From an optimization exercise on the open Yosys and OpenROAD flow, aimed at small area; shortcuts taken in it are not production practice.
Function was checked by simulation only, so behaviour that the tests miss may differ from the original.

### flow/constraint.sdc
create_clock -name core_clock -period 12.0 [get_ports {clk}]
set_input_delay 2.4000 -clock core_clock [delete_from_list [all_inputs] [get_ports {clk}]]
set_output_delay 2.4000 -clock core_clock [all_outputs]
set_load 0.01 [all_outputs]
### flow/run.sh
#!/bin/bash
# synth_recipe.tcl (not shown) runs the flow's synth.tcl, then flattens the netlist and writes it again
# the make line also repeats each setting of config.mk as NAME=value (left out here)
make -C /OpenROAD-flow-scripts/flow DESIGN_CONFIG=/design/flow/config.mk WORK_HOME=/design/flow/orfs CLKGATE_MAP_FILE= SYNTH_SCRIPT=/design/flow/synth_recipe.tcl finish
### flow/config.mk
export PLATFORM = sky130hd
export DESIGN_NAME = calc_top
export DESIGN_NICKNAME = calc_top
export VERILOG_FILES = /design/flow/design.v
export SDC_FILE = /design/flow/constraint.sdc
export NUM_CORES = 4
export LEC_CHECK = 0
export CAP_MARGIN = 20
export CORE_MARGIN = 2
export CORE_UTILIZATION = 40
export SLEW_MARGIN = 20
### flow/design.v
package calc_pkg;
    localparam int BUTTON_WIDTH = 5;
    localparam int SWITCH_WIDTH = 15;
    localparam int BTN_LEFT  = 0;
    localparam int BTN_RIGHT = 1;
    localparam int BTN_UP    = 2;
    localparam int BTN_DOWN  = 3;
    localparam int BTN_MID   = 4;
    localparam int OP_ADD = 0;
    localparam int OP_SUB = 1;
    localparam int OP_MUL = 2;
    typedef logic [BUTTON_WIDTH-1:0] button_t;
    typedef logic [SWITCH_WIDTH-1:0] switch_t;
    typedef logic [3:0]              bcd_t;
    typedef logic [7:0]              seg_t;
    typedef logic [3:0]              ctrl_t;
    typedef logic signed [20:0]      result_t;
    typedef logic [19:0]             mag_t;
    typedef logic [6:0][3:0]         bcd_word_t;
    localparam bcd_t CODE_BLANK = 4'd10;
    localparam bcd_t CODE_MINUS = 4'd11;
    typedef struct packed {
        logic sign;
        bcd_t d2;
        bcd_t d1;
        bcd_t d0;
    } operand_t;
    typedef enum logic [1:0] {
        OP_NONE,
        ADD,
        SUB,
        MUL
    } op_t;
    typedef enum logic [2:0] {
        IDLE,
        INPUT_A,
        INPUT_B,
        EXE,
        CONVERT,
        DISPLAY
    } ctrl_state_t;
    typedef enum logic [1:0] {
        CUR_DIGIT0,
        CUR_DIGIT1,
        CUR_DIGIT2,
        CUR_SIGN
    } cursor_t;
    localparam logic [127:0] SEG_TABLE = {
        8'b1111_1111, 8'b1111_1111, 8'b1111_1111, 8'b1111_1111,
        8'b1111_1101, 8'b1111_1111, 8'b0001_1001, 8'b0000_0001,
        8'b0001_1111, 8'b0100_0001, 8'b0100_1001, 8'b1001_1001,
        8'b0000_1101, 8'b0010_0101, 8'b1001_1111, 8'b0000_0011
    };
endpackage
module button_conditioner
#(
    parameter int DEBOUNCE_CYCLES = 2 ** 16
) (
    input  logic    clk,
    input  logic    arst_n,
    input  calc_pkg::button_t board_button,
    output calc_pkg::button_t press
);
    localparam int CNT_W = $clog2(DEBOUNCE_CYCLES + 1);
    logic [CNT_W-1:0] stable_cnt [calc_pkg::BUTTON_WIDTH];
    calc_pkg::button_t          level;
    calc_pkg::button_t          level_d;
    calc_pkg::button_t          rise;
    calc_pkg::button_t          press_next;
    always_ff @(posedge clk or negedge arst_n) begin
        if (!arst_n) begin
            for (int i = 0; i < calc_pkg::BUTTON_WIDTH; i++) begin
                stable_cnt[i] <= '0;
            end
            level   <= '0;
            level_d <= '0;
            press   <= '0;
        end else begin
            for (int i = 0; i < calc_pkg::BUTTON_WIDTH; i++) begin
                if (board_button[i] == level[i]) begin
                    stable_cnt[i] <= '0;
                end else if (stable_cnt[i] == CNT_W'(DEBOUNCE_CYCLES - 1)) begin
                    stable_cnt[i] <= '0;
                    level[i]      <= board_button[i];
                end else begin
                    stable_cnt[i] <= stable_cnt[i] + 1'b1;
                end
            end
            level_d <= level;
            press   <= press_next;
        end
    end
    assign rise = level & ~level_d;
    always_comb begin
        press_next = '0;
        for (int i = 0; i < calc_pkg::BUTTON_WIDTH; i++) begin
            press_next[i] = rise[i] & ~(|(level & calc_pkg::button_t'((1 << i) - 1)));
        end
    end
endmodule
module operand_entry
(
    input  logic        clk,
    input  logic        arst_n,
    input  calc_pkg::ctrl_state_t state,
    input  logic        entry_clear,
    input  calc_pkg::button_t     press,
    output calc_pkg::operand_t    entry
);
    calc_pkg::cursor_t cursor;
    logic    live;
    logic    step;
    function automatic calc_pkg::bcd_t step_digit(calc_pkg::bcd_t d, logic up);
        calc_pkg::bcd_t nxt;
        if (up) begin
            nxt = (d == calc_pkg::bcd_t'(9)) ? calc_pkg::bcd_t'(0) : d + calc_pkg::bcd_t'(1);
        end else begin
            nxt = (d == calc_pkg::bcd_t'(0)) ? calc_pkg::bcd_t'(9) : d - calc_pkg::bcd_t'(1);
        end
        step_digit = nxt;
    endfunction
    assign live = (state == calc_pkg::INPUT_A) || (state == calc_pkg::INPUT_B);
    assign step = press[calc_pkg::BTN_UP] | press[calc_pkg::BTN_DOWN];
    always_ff @(posedge clk or negedge arst_n) begin
        if (!arst_n) begin
            cursor <= calc_pkg::CUR_DIGIT0;
            entry  <= '0;
        end else if (entry_clear) begin
            cursor <= calc_pkg::CUR_DIGIT0;
            entry  <= '0;
        end else if (live) begin
            if (press[calc_pkg::BTN_LEFT] && cursor != calc_pkg::CUR_SIGN) begin
                cursor <= calc_pkg::cursor_t'(cursor + 2'd1);
            end else if (press[calc_pkg::BTN_RIGHT] && cursor != calc_pkg::CUR_DIGIT0) begin
                cursor <= calc_pkg::cursor_t'(cursor - 2'd1);
            end
            if (step) begin
                case (cursor)
                    calc_pkg::CUR_DIGIT0: entry.d0 <= step_digit(entry.d0, press[calc_pkg::BTN_UP]);
                    calc_pkg::CUR_DIGIT1: entry.d1 <= step_digit(entry.d1, press[calc_pkg::BTN_UP]);
                    calc_pkg::CUR_DIGIT2: entry.d2 <= step_digit(entry.d2, press[calc_pkg::BTN_UP]);
                    default:    entry.sign <= ~entry.sign;
                endcase
            end
        end
    end
endmodule
module calc_control
(
    input  logic        clk,
    input  logic        arst_n,
    input  calc_pkg::button_t     press,
    input  logic        result_valid,
    input  calc_pkg::mag_t        magnitude,
    input  logic        invalid,
    input  logic        conv_done,
    output calc_pkg::ctrl_state_t state,
    output logic        entry_clear,
    output logic        capture_a,
    output logic        capture_b,
    output logic        page,
    output logic        exe_done,
    output logic [2:0]  display_stage
);
    calc_pkg::ctrl_state_t state_next;
    logic        mid;
    logic        two_pages;
    logic        page_step;
    assign mid = press[calc_pkg::BTN_MID];
    assign page_step = (state == calc_pkg::DISPLAY) && mid && !page && two_pages && !invalid;
    always_comb begin
        case (state)
            calc_pkg::IDLE:    state_next = calc_pkg::INPUT_A;
            calc_pkg::INPUT_A: state_next = mid ? calc_pkg::INPUT_B : calc_pkg::INPUT_A;
            calc_pkg::INPUT_B: state_next = mid ? calc_pkg::EXE : calc_pkg::INPUT_B;
            calc_pkg::EXE:     state_next = calc_pkg::CONVERT;
            calc_pkg::CONVERT: state_next = conv_done ? calc_pkg::DISPLAY : calc_pkg::CONVERT;
            calc_pkg::DISPLAY: state_next = (mid && !page_step) ? calc_pkg::INPUT_A : calc_pkg::DISPLAY;
            default: state_next = calc_pkg::IDLE;
        endcase
    end
    assign capture_a   = (state == calc_pkg::INPUT_A) && mid;
    assign capture_b   = (state == calc_pkg::INPUT_B) && mid;
    assign entry_clear = (state_next != state) && ((state_next == calc_pkg::INPUT_A) || (state_next == calc_pkg::INPUT_B)
                                                || (state_next == calc_pkg::EXE));
    always_ff @(posedge clk or negedge arst_n) begin
        if (!arst_n) begin
            state     <= calc_pkg::IDLE;
            page      <= 1'b0;
            two_pages <= 1'b0;
        end else begin
            state <= state_next;
            if (page_step) begin
                page <= 1'b1;
            end else if (state_next != calc_pkg::DISPLAY) begin
                page <= 1'b0;
            end
            if (result_valid) begin
                two_pages <= (magnitude >= calc_pkg::mag_t'(1000));
            end
        end
    end
    assign exe_done      = (state == calc_pkg::DISPLAY);
    assign display_stage = {2'b00, page} + 3'd1;
endmodule
module calc_execute
(
    input  logic     clk,
    input  logic     arst_n,
    input  calc_pkg::switch_t  board_switch,
    input  calc_pkg::operand_t entry,
    input  logic     capture_a,
    input  logic     capture_b,
    output logic     result_valid,
    output calc_pkg::mag_t     magnitude,
    output logic     negative,
    output logic     invalid
);
    calc_pkg::operand_t a_q;
    calc_pkg::operand_t b_q;
    calc_pkg::switch_t  sw_q;
    logic     pending;
    calc_pkg::op_t      op;
    calc_pkg::result_t  a_val;
    calc_pkg::result_t  b_val;
    calc_pkg::result_t  result;
    function automatic calc_pkg::result_t to_binary(calc_pkg::operand_t opnd);
        calc_pkg::result_t value;
        value = calc_pkg::result_t'(opnd.d2) * 21'sd100 + calc_pkg::result_t'(opnd.d1) * 21'sd10
              + calc_pkg::result_t'(opnd.d0);
        to_binary = opnd.sign ? -value : value;
    endfunction
    always_ff @(posedge clk or negedge arst_n) begin
        if (!arst_n) begin
            sw_q         <= '0;
            pending      <= 1'b0;
            result_valid <= 1'b0;
        end else begin
            if (capture_b) begin
                sw_q <= board_switch;
            end
            pending      <= capture_b;
            result_valid <= pending;
        end
    end
    always_ff @(posedge clk) begin
        if (capture_a) begin
            a_q <= entry;
        end
        if (capture_b) begin
            b_q <= entry;
        end
        if (pending) begin
            negative  <= result[20];
            magnitude <= result[20] ? calc_pkg::mag_t'(-result) : calc_pkg::mag_t'(result);
        end
    end
    always_comb begin
        op = calc_pkg::OP_NONE;
        if (sw_q[calc_pkg::OP_ADD]) begin
            op = calc_pkg::ADD;
        end else if (sw_q[calc_pkg::OP_SUB]) begin
            op = calc_pkg::SUB;
        end else if (sw_q[calc_pkg::OP_MUL]) begin
            op = calc_pkg::MUL;
        end
    end
    always_comb begin
        a_val = to_binary(a_q);
        b_val = to_binary(b_q);
        case (op)
            calc_pkg::ADD:     result = a_val + b_val;
            calc_pkg::SUB:     result = a_val - b_val;
            calc_pkg::MUL:     result = a_val * b_val;
            default: result = '0;
        endcase
    end
    assign invalid = (op == calc_pkg::OP_NONE);
endmodule
module bin_to_bcd
(
    input  logic      clk,
    input  logic      arst_n,
    input  logic      start,
    input  calc_pkg::mag_t      magnitude,
    output logic [27:0]          bcd,
    output logic      conv_done
);
    localparam int STEPS = 20;   
    localparam int CNT_W = $clog2(STEPS);
    calc_pkg::mag_t             shift_q;
    logic [CNT_W-1:0] step_cnt;
    logic             busy;
    logic [27:0]      adjusted;
    always_comb begin
        for (int i = 0; i < 7; i++) begin
            adjusted[4*i +: 4] = (bcd[4*i +: 4] >= calc_pkg::bcd_t'(5)) ? bcd[4*i +: 4] + calc_pkg::bcd_t'(3)
                                                                : bcd[4*i +: 4];
        end
    end
    assign conv_done = busy && (step_cnt == CNT_W'(STEPS - 1));
    always_ff @(posedge clk or negedge arst_n) begin
        if (!arst_n) begin
            busy     <= 1'b0;
            step_cnt <= '0;
            bcd      <= '0;
        end else if (start) begin
            busy     <= 1'b1;
            step_cnt <= '0;
            bcd      <= '0;
        end else if (busy) begin
            bcd      <= {adjusted[26:0], shift_q[STEPS-1]};
            step_cnt <= step_cnt + 1'b1;
            if (conv_done) begin
                busy <= 1'b0;
            end
        end
    end
    always_ff @(posedge clk) begin
        if (start) begin
            shift_q <= magnitude;
        end else if (busy) begin
            shift_q <= shift_q << 1;
        end
    end
endmodule
module seven_seg_scan
#(
    parameter int SCAN_DIV_BITS = 10
) (
    input  logic        clk,
    input  logic        arst_n,
    input  calc_pkg::ctrl_state_t state,
    input  calc_pkg::operand_t    entry,
    input  logic [27:0]            bcd,
    input  logic        negative,
    input  logic        invalid,
    input  logic        page,
    output calc_pkg::ctrl_t       digit_ctrl,
    output calc_pkg::seg_t        digit_seg
);
    logic [SCAN_DIV_BITS-1:0] div_cnt;
    logic                     tick;
    logic [1:0]               pos;
    calc_pkg::ctrl_state_t              state_q;
    logic                     state_change;
    logic [6:0]               lead_blank;
    logic [27:0]                        shown;
    logic                     upper_used;
    logic                     in_entry;
    logic                     enable;
    calc_pkg::bcd_t                     code;
    assign tick         = &div_cnt;
    assign state_change = (state != state_q);
    always_ff @(posedge clk or negedge arst_n) begin
        if (!arst_n) begin
            div_cnt <= '0;
            pos     <= '0;
            state_q <= calc_pkg::IDLE;
        end else begin
            state_q <= state;
            if (state_change) begin
                div_cnt <= '0;
                pos     <= '0;
            end else begin
                div_cnt <= div_cnt + 1'b1;
                if (tick) begin
                    pos <= pos + 2'd1;
                end
            end
        end
    end
    always_comb begin
        lead_blank[6] = (bcd[27:24] == calc_pkg::bcd_t'(0));
        for (int i = 5; i >= 1; i--) begin
            lead_blank[i] = lead_blank[i+1] && (bcd[4*i +: 4] == calc_pkg::bcd_t'(0));
        end
        lead_blank[0] = 1'b0;
        for (int i = 0; i < 7; i++) begin
            shown[4*i +: 4] = lead_blank[i] ? calc_pkg::CODE_BLANK : bcd[4*i +: 4];
        end
    end
    assign upper_used = ~lead_blank[3];
    assign in_entry = (state == calc_pkg::INPUT_A) || (state == calc_pkg::INPUT_B);
    assign enable   = in_entry || ((state == calc_pkg::DISPLAY) && !invalid);
    always_comb begin
        code = calc_pkg::CODE_BLANK;
        if (in_entry) begin
            case (pos)
                2'd0:    code = entry.d0;
                2'd1:    code = entry.d1;
                2'd2:    code = entry.d2;
                default: code = entry.sign ? calc_pkg::CODE_MINUS : calc_pkg::CODE_BLANK;
            endcase
        end else if (state == calc_pkg::DISPLAY) begin
            if (page) begin
                code = shown[4*pos +: 4];
            end else if (pos == 2'd3) begin
                code = negative ? calc_pkg::CODE_MINUS : calc_pkg::CODE_BLANK;
            end else if (upper_used) begin
                code = shown[4*pos + 16 +: 4];
            end else begin
                code = shown[4*pos +: 4];
            end
        end
    end
    assign digit_ctrl = enable ? ~(calc_pkg::ctrl_t'(1) << pos) : '1;
    assign digit_seg  = calc_pkg::SEG_TABLE[8*code +: 8];
endmodule
module calc_top
#(
    parameter int DEBOUNCE_CYCLES = 4,
    parameter int SCAN_DIV_BITS   = 2
) (
    input  logic       clk,
    input  logic       arst_n,
    input  calc_pkg::button_t    board_button,
    input  calc_pkg::switch_t    board_switch,
    output calc_pkg::ctrl_t      digit_ctrl,
    output calc_pkg::seg_t       digit_seg,
    output logic       exe_done,
    output logic [2:0] display_stage
);
    calc_pkg::button_t     press;
    calc_pkg::ctrl_state_t state;
    logic        entry_clear;
    logic        capture_a;
    logic        capture_b;
    logic        page;
    calc_pkg::operand_t    entry;
    logic        result_valid;
    calc_pkg::mag_t        magnitude;
    logic        negative;
    logic        invalid;
    calc_pkg::bcd_word_t   bcd;
    logic        conv_done;
    button_conditioner #(
        .DEBOUNCE_CYCLES(DEBOUNCE_CYCLES)
    ) button_i (
        .clk(clk), .arst_n(arst_n), .board_button(board_button), .press(press)
    );
    calc_control control_i (
        .clk(clk), .arst_n(arst_n), .press(press), .result_valid(result_valid),
        .magnitude(magnitude), .invalid(invalid), .conv_done(conv_done), .state(state),
        .entry_clear(entry_clear), .capture_a(capture_a), .capture_b(capture_b),
        .page(page), .exe_done(exe_done), .display_stage(display_stage)
    );
    operand_entry entry_i (
        .clk(clk), .arst_n(arst_n), .state(state), .entry_clear(entry_clear),
        .press(press), .entry(entry)
    );
    calc_execute execute_i (
        .clk(clk), .arst_n(arst_n), .board_switch(board_switch), .entry(entry),
        .capture_a(capture_a), .capture_b(capture_b), .result_valid(result_valid),
        .magnitude(magnitude), .negative(negative), .invalid(invalid)
    );
    bin_to_bcd convert_i (
        .clk(clk), .arst_n(arst_n), .start(result_valid), .magnitude(magnitude),
        .bcd(bcd), .conv_done(conv_done)
    );
    seven_seg_scan #(
        .SCAN_DIV_BITS(SCAN_DIV_BITS)
    ) scan_i (
        .clk(clk), .arst_n(arst_n), .state(state), .entry(entry), .bcd(bcd),
        .negative(negative), .invalid(invalid), .page(page),
        .digit_ctrl(digit_ctrl), .digit_seg(digit_seg)
    );
endmodule
==> qor.csv <==
metric,value,unit
clk buf depth,2,
endpoint of the worst-slack reg-to-reg timing path,execute_i.magnitude[6],
number of hold violations in the final report,0,
clk_skew,0.0111,ns
#FFs+latches synth,163,
final hold slack,0.387,ns
Antenna Nets Post-Route,0,
"commonest non-fill, non-tap cell in the layout",inv_1,
CP max stage cell,or4b_2,
DRT iter0 DRCs,940,
Final TNS setup,0,ns
Crit. End Element,register,
Layout Nets,2636,
RSZ-0062 raised after global routing,no,
Post-DP HPWL,36.7,mm
Post-Layout Cell Count,2912,
number of max-cap violations,0,
area growth from synthesis to layout,8.18,%
Tot GR Track Use,19.3,%
hold_sp,button_i.level_d[0],
first-pass GRT wire length,78.8,mm
"EDFF count, synth",67,
CTS Hold Bufs,0,
"area leader, netlist",fa_1,
Routed wire per std cell,16.3,µm
area share of the leading cell type in the synthesized netlist,16.9,%
number of I/O port buffers,23,
die extent in y,226,µm
hold path cells,1,
library cells used by synthesis,96,
most frequent cells in the layout,"inv_1 (373), nand2_1 (223), ha_1 (213)",
mean area per synthesized cell,8.80,µm²
Routed WL,47.5,mm
fin crit share,95.3,%
CTS tree,built,
H-tree levels,4,
Hold Path Sink,button_i.press[0],
die area,0.0510,mm²
worst skew pair latency,0.44,ns
worst-case reg-to-reg path depth,40,
Worst-Margin Slew,0.997,ns
CTS root buffer,clkbuf_16,
sequential share of the synthesized area,22.4,%
Site Rows,81,
DRC viols,0,
top_reg_cell synth,dfrtp_1,
kind of critical path,register to register,
initial cell density of the core,40.4,%
placed cells,2880,
most frequent cell on the critical path,fa_1,
crit path launch type,register,
GR Util met1,25.5,%
Reg area,0.00442,mm²
met3 Resource Use GR,1.64,%
synthesized area,0.0197,mm²
number of global-route vias before repair,15340,
Crit Reg-Reg Startpoint,execute_i.b_q[5],
CP Data Required Time,12.20,ns
TritonCTS Buffers,17,
via count,15245,
fin. max-slew vios,0,
# IOs,38,
CP Max Fanout,13,
Async SR Flop Fraction,58.9,%
fmax,0.0874,GHz
Tmin final,11.44,ns
vias per cell,5.24,
Reg2Reg Setup Slack,0.56,ns
die width,226,µm
layout cells sized above 1,6.45,%
"top cells by area, synth","fa_1 (17%), ha_1 (14%), dfrtp_1 (12%), edfxtp_1 (10%), inv_1 (7.1%)",
Final GP Congestion,0.867,
FILL cells,4825,
CTS sink count,163,
GR peak layer,met2,
initial antenna violation count,0,
CP peak stage delay,0.59,ns
clock slew at reported path FFs,0.07,ns
GRT overflow,0,
TritonRoute pass-1 iters,5,
syn nets,2637,
met2 Track Usage GR,33.4,%
antenna cells,0,
Setup-failing EPs final,0,
area of the multi-input gates,0.0136,mm²
largest net degree at the start of global routing,70,
cell count after synthesis,2236,
core area,0.0487,mm²
"Warnings, synthesis",7,
HP Class,register to register,
status,"complete, no violations",
Critical Path AT,11.64,ns
relative slew slack,33.3,%
[per-layer routing]
layer	vias to the layer above	wire, µm
li1	7417	-
met4	0	1120
met3	58	1700
met2	301	23000
met1	7469	21600
met5	-	0
[kinds of logic after synthesis]
kind of cell               synth area share [%]
AOI/OAI and AO/OA                          13.7
xor gates and xnor gates                   6.49
adders and majority gates                  30.4
buffers and inverters                      8.96
DFF                                        22.4
muxes                                      2.47
other                                    0.0382
and+or+nand+nor                            15.5
[through the flow]
| step | worst slack [ns] | util (%) | instance area, µm² |
|---|---|---|---|
| after floorplan | 1.30 | - | 19700 |
| after detailed placement | 0.380 | 42.4 | 20700 |
| after global placement | 0.597 | 42.4 | 20700 |
| after global routing | 0.0714 | 43.7 | 21300 |
| after CTS | 0.348 | 43.6 | 21300 |
| final | 0.563 | 43.7 | 21300 |
[cell type report]
class                      count  area share, %
timing repair buffer          57           2.27
multi-input combinational   1620           63.7
clock buffer                  17           2.00
clock inverter                15          0.776
inverter                     376           6.63
sequential                   163           20.7
tap                          664           3.90
[flip-flops by register name, indices dropped and copies added (netlist names)]
signal and flops:
button_i.level 5, button_i.level_d 5, button_i.press 5, button_i.stable_cnt 15, control_i.page 1, control_i.state 3
control_i.two_pages 1, convert_i.bcd 28, convert_i.busy 1, convert_i.shift_q 20, convert_i.step_cnt 5, entry_i.cursor 2
entry_i.entry 13, execute_i.a_q 13, execute_i.b_q 13, execute_i.magnitude 20, execute_i.negative 1, execute_i.pending 1
execute_i.result_valid 1, execute_i.sw_q 3, scan_i.div_cnt 2, scan_i.pos 2, scan_i.state_q 3
[how the worst max path moves through the flow]
stage                           startpoint                      to  slack, ns  cells past startpoint
after global routing      execute_i.b_q[5]  execute_i.magnitude[6]       0.07                     40
after floorplan           execute_i.b_q[5]  execute_i.magnitude[6]       1.30                     41
after global placement    execute_i.b_q[5]  execute_i.magnitude[8]       0.60                     40
after detailed placement  execute_i.b_q[5]  execute_i.magnitude[8]       0.38                     38
after CTS                 execute_i.b_q[5]  execute_i.magnitude[8]       0.35                     38
final                     execute_i.b_q[5]  execute_i.magnitude[6]       0.56                     40
[what timing repair did]
action,in CTS,in global routing
resized for setup,0,4
setup buffers,0,0
hold endpoints to repair,0,0
setup endpoints to repair,0,11
[worst max-delay path: cells and delay by family, from the launching register on]
kind | cells | cell delay (ns)
fa+ha+maj | 12 | 5.09
xor+xnor | 9 | 2.11
simple gates | 9 | 2.37
buf+inv | 6 | 0.46
compound gates | 4 | 0.72
flops | 1 | 0.42
[cells in the mapped netlist (9+ instances only)]
cell type	n
a211oi_1	18
a21o_1	24
a21oi_1	114
a22oi_1	11
a31oi_1	29
and2_1	22
clkbuf_1	55
dfrtp_1	96
edfxtp_1	67
fa_1	166
ha_1	213
inv_1	373
mux2_2	28
mux2i_1	17
nand2_1	223
nand2b_1	22
nand3_1	35
nand4_1	11
nor2_1	173
nor2b_1	35
nor3_1	36
nor3b_1	16
o21a_1	20
o21ai_0	83
o21bai_1	9
o31ai_1	10
or2_2	14
or3_1	19
xnor2_1	96
xor2_1	34

-- re-timing with driven ports --
In the flow no input, the clock included, has a driving cell. The finished layout below was timed again as built, in two steps. Step 1, drivers: a clkbuf_16 drives clk and a buf_2 each remaining input, both assumed. Step 2 moves the port delays by t, midway between the first and last clock arrival at a register: inputs arrive t later, outputs are due t later. That takes back most of the time a late clock gives input paths. Slacks: ideal / step 1 / step 2; pairs: ideal / step 1.
t (ns): 0.476
setup WS [ns]: 0.563 / 0.563 / 0.563
hold WS [ns]: 0.387 / 0.387 / 0.387
clock arrival spread, ns: 0.014 / 0.014
After both steps this run still meets setup and hold. For this run, drivers alone change the setup slack by 0.000 ns; drivers and shift together by 0.000 ns.
